Context: an optimization exercise on an open-source flow, tuned for small area, a short achievable clock period and few clock cycles per item. The choices shown serve that exercise and are no tape-out recipe. The RTL was checked by simulation tests, not by an equivalence proof against the original design. Power and IR drop assume default switching activity.

==> flow/design.v <==
package aus_pkg;
  localparam int DEPTH = 64;
  localparam int PTR_W = $clog2(DEPTH);
  localparam int CNT_W = $clog2(DEPTH + 1);
  typedef logic [PTR_W-1:0] ptr_t;
  typedef logic [CNT_W-1:0] cnt_t;
  typedef struct packed {
    logic [6:0]        col;
    logic [6:0]        row;
    logic signed [7:0] value;
    logic signed [7:0] mark;
  } entry_t;
  localparam int ENTRY_W = 7 + 7 + 8 + 8;   
  localparam logic signed [7:0] MARK_ANCHOR = 8'sd1;
  localparam logic signed [7:0] MARK_NONE   = -8'sd1;
  localparam logic signed [7:0] MARK_CLEAR  = 8'sd0;
  typedef enum logic [2:0] {
    OP_PUSH   = 3'd0,
    OP_POP    = 3'd1,
    OP_PEEK   = 3'd2,
    OP_ANCHOR = 3'd3,
    OP_APPEND = 3'd4
  } op_t;
  typedef enum logic [1:0] {
    ST_OK    = 2'd0,
    ST_EMPTY = 2'd1,
    ST_FULL  = 2'd2
  } status_t;
  typedef enum logic {
    S_IDLE,
    S_EXEC
  } fsm_t;
endpackage
module aus_ram #(
  parameter int DEPTH  = 64,
  parameter int BODY_W = 22,
  parameter int MARK_W = 8
) (
  input  logic                      clk,
  input  logic [DEPTH-1:0]          we_body,
  input  logic [DEPTH-1:0]          we_mark,
  input  logic [BODY_W-1:0]         wbody,
  input  logic [MARK_W-1:0]         wmark,
  input  logic [DEPTH-1:0]          rsel,
  output logic [BODY_W+MARK_W-1:0]  rdata
);
  logic [BODY_W-1:0] body [DEPTH];
  logic [MARK_W-1:0] mark [DEPTH];
  for (genvar r = 0; r < DEPTH; r++) begin : g_row
    always_ff @(posedge clk) begin
      if (we_body[r]) body[r] <= wbody;
      if (we_mark[r]) mark[r] <= wmark;
    end
  end
  always_comb begin
    rdata = '0;
    for (int r = 0; r < DEPTH; r++) begin
      rdata = rdata | ({(BODY_W + MARK_W){rsel[r]}} & {body[r], mark[r]});
    end
  end
endmodule
module aus_ctrl (
  input  logic                      clk,
  input  logic                      rst,
  input  logic                      start,
  output logic                      busy,
  input  logic [2:0]                operation,
  input  logic [6:0]                in_col,
  input  logic [6:0]                in_row,
  input  logic signed [7:0]         in_value,
  input  logic signed [7:0]         in_mark,
  output logic [aus_pkg::DEPTH-1:0] we_body,
  output logic [aus_pkg::DEPTH-1:0] we_mark,
  output logic [21:0]               wbody,
  output logic [7:0]                wmark,
  output logic [aus_pkg::DEPTH-1:0] rsel,
  input  aus_pkg::entry_t           rdata,
  output logic                      done,
  output logic [1:0]                status,
  output logic [6:0]                out_col,
  output logic [6:0]                out_row,
  output logic signed [7:0]         out_value,
  output logic signed [7:0]         out_mark,
  output logic                      anchor_present,
  output logic                      is_empty,
  output logic [aus_pkg::CNT_W-1:0] fill_count
);
  logic              a_valid;
  logic [2:0]        a_op;
  logic [6:0]        a_col;
  logic [6:0]        a_row;
  logic [7:0]        a_value;
  logic [7:0]        a_mark;
  assign busy = 1'b0;
  always_ff @(posedge clk) begin
    a_valid <= start && !rst;
    a_op    <= operation;
    a_col   <= in_col;
    a_row   <= in_row;
    a_value <= in_value;
    a_mark  <= in_mark;
  end
  aus_pkg::ptr_t top;       
  aus_pkg::ptr_t top_m1;    
  aus_pkg::ptr_t bot_m1;    
  aus_pkg::cnt_t count;
  aus_pkg::cnt_t anchors;
  logic          empty;     
  logic          full;      
  logic is_push, is_pop, is_peek, is_anchor, is_append;
  logic do_push, do_pop, do_peek, do_anchor, do_append;
  logic rd_anchor, inc, dec;
  aus_pkg::cnt_t count_next, anchors_next;
  assign is_push   = a_valid && a_op == aus_pkg::OP_PUSH;
  assign is_pop    = a_valid && a_op == aus_pkg::OP_POP;
  assign is_peek   = a_valid && a_op == aus_pkg::OP_PEEK;
  assign is_anchor = a_valid && a_op == aus_pkg::OP_ANCHOR;
  assign is_append = a_valid && a_op == aus_pkg::OP_APPEND;
  assign do_push   = is_push   && !full;
  assign do_append = is_append && !full;
  assign do_pop    = is_pop    && !empty;
  assign do_peek   = is_peek   && !empty;
  assign do_anchor = is_anchor && !empty;
  for (genvar r = 0; r < aus_pkg::DEPTH; r++) begin : g_dec
    logic at_top, at_top_m1, at_bot_m1;
    assign at_top    = (top    == aus_pkg::PTR_W'(r));
    assign at_top_m1 = (top_m1 == aus_pkg::PTR_W'(r));
    assign at_bot_m1 = (bot_m1 == aus_pkg::PTR_W'(r));
    assign rsel[r]    = at_top_m1;
    assign we_body[r] = (do_push && at_top) || (do_append && at_bot_m1);
    assign we_mark[r] = we_body[r] || ((do_peek || do_anchor) && at_top_m1);
  end
  assign wbody = {a_col, a_row, a_value};
  assign wmark = is_append ? a_mark : {7'd0, is_anchor};
  assign rd_anchor = (rdata.mark == aus_pkg::MARK_ANCHOR);
  assign inc = (do_anchor && !rd_anchor) || (do_append && a_mark == aus_pkg::MARK_ANCHOR);
  assign dec = (do_pop || do_peek) && rd_anchor;
  always_comb begin
    count_next = count;
    if (do_push || do_append) count_next = count + 1'b1;
    else if (do_pop)          count_next = count - 1'b1;
    anchors_next = anchors;
    if (inc)      anchors_next = anchors + 1'b1;
    else if (dec) anchors_next = anchors - 1'b1;
  end
  always_ff @(posedge clk) begin
    if (rst) begin
      top     <= '0;
      top_m1  <= '1;
      bot_m1  <= '1;
      count   <= '0;
      anchors <= '0;
      empty   <= 1'b1;
      full    <= 1'b0;
      done    <= 1'b0;
    end else begin
      if (do_push) begin
        top    <= top + 1'b1;
        top_m1 <= top_m1 + 1'b1;
      end else if (do_pop) begin
        top    <= top - 1'b1;
        top_m1 <= top_m1 - 1'b1;
      end
      if (do_append) bot_m1 <= bot_m1 - 1'b1;
      count   <= count_next;
      anchors <= anchors_next;
      empty   <= (count_next == '0);
      full    <= (count_next == aus_pkg::CNT_W'(aus_pkg::DEPTH));
      done    <= a_valid;
    end
  end
  always_ff @(posedge clk) begin
    status         <= aus_pkg::ST_OK;
    if ((is_pop || is_peek || is_anchor) && empty) status <= aus_pkg::ST_EMPTY;
    if ((is_push || is_append) && full)            status <= aus_pkg::ST_FULL;
    out_col        <= do_pop ? rdata.col   : '0;
    out_row        <= do_pop ? rdata.row   : '0;
    out_value      <= do_pop ? rdata.value : '0;
    out_mark       <= (do_pop || do_peek) ? rdata.mark
                    : ((is_pop || is_peek || is_anchor) && empty) ? aus_pkg::MARK_NONE
                    : aus_pkg::MARK_CLEAR;
    anchor_present <= (anchors_next != '0);
    is_empty       <= (count_next == '0);
    fill_count     <= count_next;
  end
endmodule
module anchored_undo_stack_top (
  input  logic                      clk,
  input  logic                      rst,
  input  logic                      start,
  output logic                      busy,
  input  logic [2:0]                operation,
  input  logic [6:0]                in_col,
  input  logic [6:0]                in_row,
  input  logic signed [7:0]         in_value,
  input  logic signed [7:0]         in_mark,
  output logic                      done,
  output logic [1:0]                status,
  output logic [6:0]                out_col,
  output logic [6:0]                out_row,
  output logic signed [7:0]         out_value,
  output logic signed [7:0]         out_mark,
  output logic                      anchor_present,
  output logic                      is_empty,
  output logic [aus_pkg::CNT_W-1:0] fill_count
);
  logic [aus_pkg::DEPTH-1:0] we_body;
  logic [aus_pkg::DEPTH-1:0] we_mark;
  logic [21:0]               wbody;
  logic [7:0]                wmark;
  logic [aus_pkg::DEPTH-1:0] rsel;
  aus_pkg::entry_t           rdata;
  aus_ram #(
    .DEPTH  (aus_pkg::DEPTH),
    .BODY_W (22),
    .MARK_W (8)
  ) u_ram (
    .clk     (clk),
    .we_body (we_body),
    .we_mark (we_mark),
    .wbody   (wbody),
    .wmark   (wmark),
    .rsel    (rsel),
    .rdata   (rdata)
  );
  aus_ctrl u_ctrl (
    .clk            (clk),
    .rst            (rst),
    .start          (start),
    .busy           (busy),
    .operation      (operation),
    .in_col         (in_col),
    .in_row         (in_row),
    .in_value       (in_value),
    .in_mark        (in_mark),
    .we_body        (we_body),
    .we_mark        (we_mark),
    .wbody          (wbody),
    .wmark          (wmark),
    .rsel           (rsel),
    .rdata          (rdata),
    .done           (done),
    .status         (status),
    .out_col        (out_col),
    .out_row        (out_row),
    .out_value      (out_value),
    .out_mark       (out_mark),
    .anchor_present (anchor_present),
    .is_empty       (is_empty),
    .fill_count     (fill_count)
  );
endmodule
==> flow/run.sh <==
#!/bin/bash
# synth_recipe.tcl (not shown) runs the flow's synth.tcl, then flattens the netlist and writes it again
# the make line also repeats each setting of config.mk as NAME=value (left out here)
make -C /OpenROAD-flow-scripts/flow DESIGN_CONFIG=/design/flow/config.mk WORK_HOME=/design/flow/orfs CLKGATE_MAP_FILE= SYNTH_SCRIPT=/design/flow/synth_recipe.tcl finish
==> flow/config.mk <==
export PLATFORM = sky130hd
export DESIGN_NAME = anchored_undo_stack_top
export DESIGN_NICKNAME = anchored_undo_stack_top
export VERILOG_FILES = /design/flow/design.v
export SDC_FILE = /design/flow/constraint.sdc
export NUM_CORES = 4
export LEC_CHECK = 0
export CAP_MARGIN = 20
export CORE_MARGIN = 2
export CORE_UTILIZATION = 40
export SLEW_MARGIN = 20
==> flow/constraint.sdc <==
create_clock -name core_clock -period 7.0 [get_ports {clk}]
set_input_delay 1.4000 -clock core_clock [delete_from_list [all_inputs] [get_ports {clk}]]
set_output_delay 1.4000 -clock core_clock [all_outputs]
set_load 0.01 [all_outputs]
==> flow_summary.ini <==
[worst_setup_path]
ff2ff_path_depth = 11
crit_chain = and3b_1 -> and3_1 -> a2111o_1 -> nor4_1 -> nand4_1 -> nor4_2 -> nand3_1 -> nor2_1 -> and3_1 -> o31ai_1 -> or4_1
cp-end-kind = flop
cp_max_fo = 47
crit_family = simple AND/OR/NAND/NOR gates
criticalPathCategory = flop to flop
reg2reg_setup_slack_ns = 1.14
crit_end = u_ctrl.anchor_present$_DFF_P_
path_depth = 11
r2r-end = u_ctrl.anchor_present$_DFF_P_
r2r-start = u_ctrl.top_m1[4]$_SDFFE_PP1P_
cp-startpoint = u_ctrl.top_m1[4]$_SDFFE_PP1P_
critPathMaxStageDelay_ns = 0.99
crit_buf_inv = 0
worst_path_max_delay_cell = dfxtp_2
cp_data_arrival_time_ns = 6.61
start_kind = flop
cpMostUsedCell = and3_1
required_ns = 7.75

[layout]
seqCellArea_um2 = 59900
final_nets = 4601
final_cells = 7224
fillers = 15769
layout-drive-gt1-share = 0.144
multi_input_area_um2 = 15400
syn_to_final_growth_pct = 16.5
final_core_util = 0.467

[clock_tree]
cts.repair.resized = 0
ctsHoldBuffers = 0
cts_tree = yes
postCtsSetupBuffers = 0
clk_transition_reported_paths_ns = 0.06
clock-root-buffer = clkbuf_16
clock_latency_ns = 0.90
cts_buffer_depth = 3
htree_levels = 4
cts.sinks = 2030
numCtsBuffers = 202

[floorplan]
floorplan.rows = 159
die_w_um = 437
initial_core_util = 0.401
core_area_um2 = 187000
die_y_um = 437
dieArea_um2 = 191000
io_pins = 79

[yosys]
netlist.area_leader.share = 0.768
yosysSeqAreaShare = 0.797
synthArstFlopShare = 0
ys_types = 78
syn_area_um2 = 75100
yosys_register_bits = 2030
syn_nets = 4407
netlist_top_cells_area = edfxtp_1 77%, a22oi_1 4.3%, dfxtp_1 2.9%, a22o_1 2.1%, nand3_1 2.0%
yosys.area.top_type = edfxtp_1
synth_edf_count = 1920
synth_warnings = 4
syn_avg_cell_area_um2 = 17.3
syn_inst = 4352
synth_flop_cell = edfxtp_1

[route]
dr.pass1.iters = 6
wl_um = 317000
drtAntennaViolNets = 0
viasPerCell = 6.95
first_iter_violations = 10814
dr_total_vias = 50210
wl_per_cell_um = 43.9
drcViolationCount = 0

[global_routing]
grt_pass1_wl_um = 417000
antenna_found_initial = 11
grt_max_degree = 65
overflow = 0
grt_pass1_vias = 46362
grtUsageTotal = 0.324

[placement]
hpwlAfterDp_um = 172000
routabilityCongestion = 1.01
portBuffers = 77
placed_cells = 6835

[power_and_ir_drop]
p_int_mw = 19.6
p_switching_mw = 5.23
vdd_drop_max_v = 0.000287
p_leak_nw = 27.8
p_sw_frac = 0.211
pwr-share-comb = 0.015
power_frac_seq = 0.540
pwr-share-clk = 0.444
powerDensity_nw_per_um2 = 283

[timing]
finalClockSkew_ns = 0.121
tightest_slew_ns = 1.32
maxSlewViolCount = 0
fin_crit_sh = 0.837
relSlewSlack = 0.123
min_period_ns = 5.86
tns_ns = 0
setup_violations = 0
rsz0062_at_grt = no
timing.hold.ws_ns = 0.485
fmax_mhz = 171
finalHoldViolCount = 0

[hold_path]
hp-class = flop to flop
min_from = u_ctrl.count[6]$_SDFF_PP0_

[outcome]
outcome = complete, no violations

[flow_run]
drv_cap = 0
logic make-up after synthesis:
| family | Yosys count | synth area share |
|---|---|---|
| compound gates | 1053 | 0.109 |
| xor+xnor | 25 | 0.00292 |
| fa+ha+maj | 19 | 0.00317 |
| buf+inv | 289 | 0.0162 |
| flops | 2030 | 0.797 |
| mux | 29 | 0.00403 |
| other cells | 1 | 0.0000499 |
| simple gates | 906 | 0.0671 |
cell usage in the layout (no fill, tap or decap), types with 13 or more instances in the layout:
master and count:
nor2_1 51, dfxtp_2 15, mux2i_1 19, clkbuf_16 202, a22oi_1 431, nor2b_1 13, bufinv_16 17, nand3_1 296
clkbuf_1 52, clkinv_1 33, and2_2 20, ha_1 17, a221oi_1 161, dfxtp_1 85, nor2_4 49, and3b_1 14
edfxtp_1 1920, a22o_1 181, buf_4 179, xnor2_1 13, clkbuf_8 15, nand2_1 61, o22ai_4 64, clkinv_2 26
and3_1 83, nand4_1 122, clkdlybuf4s50_1 77, a21oi_1 47, o21ai_0 17, a21o_1 72, nor4_1 50, a2111oi_0 19
inv_1 18, nor3_1 37, nand3b_1 23
how the worst min path moves through the flow:
stage	endpoint	slack (ns)	depth (start not counted)
2_1_floorplan	u_ctrl.fill_count[6]$_DFF_P_	0.45	1
3_3_place_gp	u_ctrl.fill_count[6]$_DFF_P_	0.47	1
3_5_place_dp	u_ctrl.fill_count[6]$_DFF_P_	0.47	1
4_1_cts	u_ctrl.fill_count[6]$_DFF_P_	0.48	1
5_1_grt	u_ctrl.fill_count[6]$_DFF_P_	0.52	1
6_report	u_ctrl.fill_count[6]$_DFF_P_	0.49	1
registers in the layout, indices dropped and copies added, names as in the netlist, 7 cells and up:
| signal | count |
|---|---|
| u_ctrl.out_mark | 8 |
| u_ram.mark | 512 |
| u_ctrl.count | 7 |
| u_ctrl.a_col | 7 |
| u_ctrl.anchors | 7 |
| u_ctrl.a_row | 7 |
| u_ctrl.a_mark | 8 |
| u_ctrl.out_value | 8 |
| u_ctrl.a_value | 8 |
| u_ctrl.fill_count | 7 |
| u_ram.body | 1408 |
| u_ctrl.out_row | 7 |
| u_ctrl.out_col | 7 |
synthesized netlist by cell type, drive strengths merged, types with 12 or more instances:
cell type / n
buf: 70
inv: 18
dfxtp: 110
clkbuf: 201
and3b: 14
nand4: 122
nand2b: 14
xor2: 12
a21oi: 47
o21ai: 18
a22oi: 431
and3: 83
edfxtp: 1920
nor2: 101
mux2i: 19
xnor2: 13
a2111oi: 21
ha: 19
nor4: 53
nor2b: 15
nand3: 297
and2: 28
a21o: 72
nor3: 39
o22ai: 66
a22o: 181
nand3b: 25
a221oi: 161
nand2: 62
power by group through the flow:
stage                     Sequential (mW)  Combinational (mW)  Clock, mW
after floorplan                      13.6               0.172          0
after global placement               13.7               0.358          0
after detailed placement             13.7               0.360          0
after CTS                            13.4               0.361       11.0
after global routing                 13.4               0.388       11.5
final                                13.4               0.378       11.0
final cells by class:
class,instances,share of cell area
sequential,2030,0.685
multi-input combinational,2033,0.176
clock buffer,269,0.0624
tap,2495,0.0357
timing repair buffer,261,0.0254
clock inverter,107,0.0149
inverter,18,0.000772
antenna,11,0.000315
routing by layer:
layer	global-route usage	up-vias	wire (µm)
met5	0.000756	-	40
met4	0.209	6	24300
met3	0.0882	1197	46200
met2	0.477	4989	137000
met1	0.423	25527	109000
li1	-	18491	-
metrics by stage:
stage	setup WS, ns	power, mW	instance area (µm²)
final	1.14	24.8	87500
after global routing	1.10	25.3	87400
after CTS	1.34	24.8	87400
after detailed placement	1.37	14.0	80600
after global placement	1.46	14.0	80600
after floorplan	3.11	13.8	75100
worst register-to-register path: stages, from the launching register on:
cell      delay (ns)
dfxtp_2         0.99
and3b_1         0.63
and3_1          0.39
a2111o_1        0.38
nor4_1          0.53
nand4_1         0.32
nor4_2          0.86
nand3_1         0.44
nor2_1          0.40
and3_1          0.21
o31ai_1         0.06
or4_1           0.54
Testbench counts, summed over its fixed seeds: cycles 24,016, items 24,000.

## static timing again, ports no longer ideal
The results above use ideal ports. As a check the final layout listed here was re-extracted and re-timed, cells and wires unchanged. Step 1: set_driving_cell puts a clkbuf_16 on clk and a buf_2 on each other input, an assumption about the parent block. Step 2, shift: input delay + t, output delay - t, t = (earliest + latest rising clock arrival at the registers) / 2. This alone moves slack from input paths to output paths. Slacks: no drivers / after step 1 / after step 2; pairs: no drivers / after step 1.
t (ns): 0.924
slack for setup (ns): 1.141 / 1.141 / 1.141
latest minus earliest clock arrival (ns): 0.126 / 0.126
worst data-port slew with drivers (ns): 0.07
After both steps setup and hold are still met in this run. The setup slack of this run moves by 0.000 ns with the drivers and by 0.000 ns with both steps.
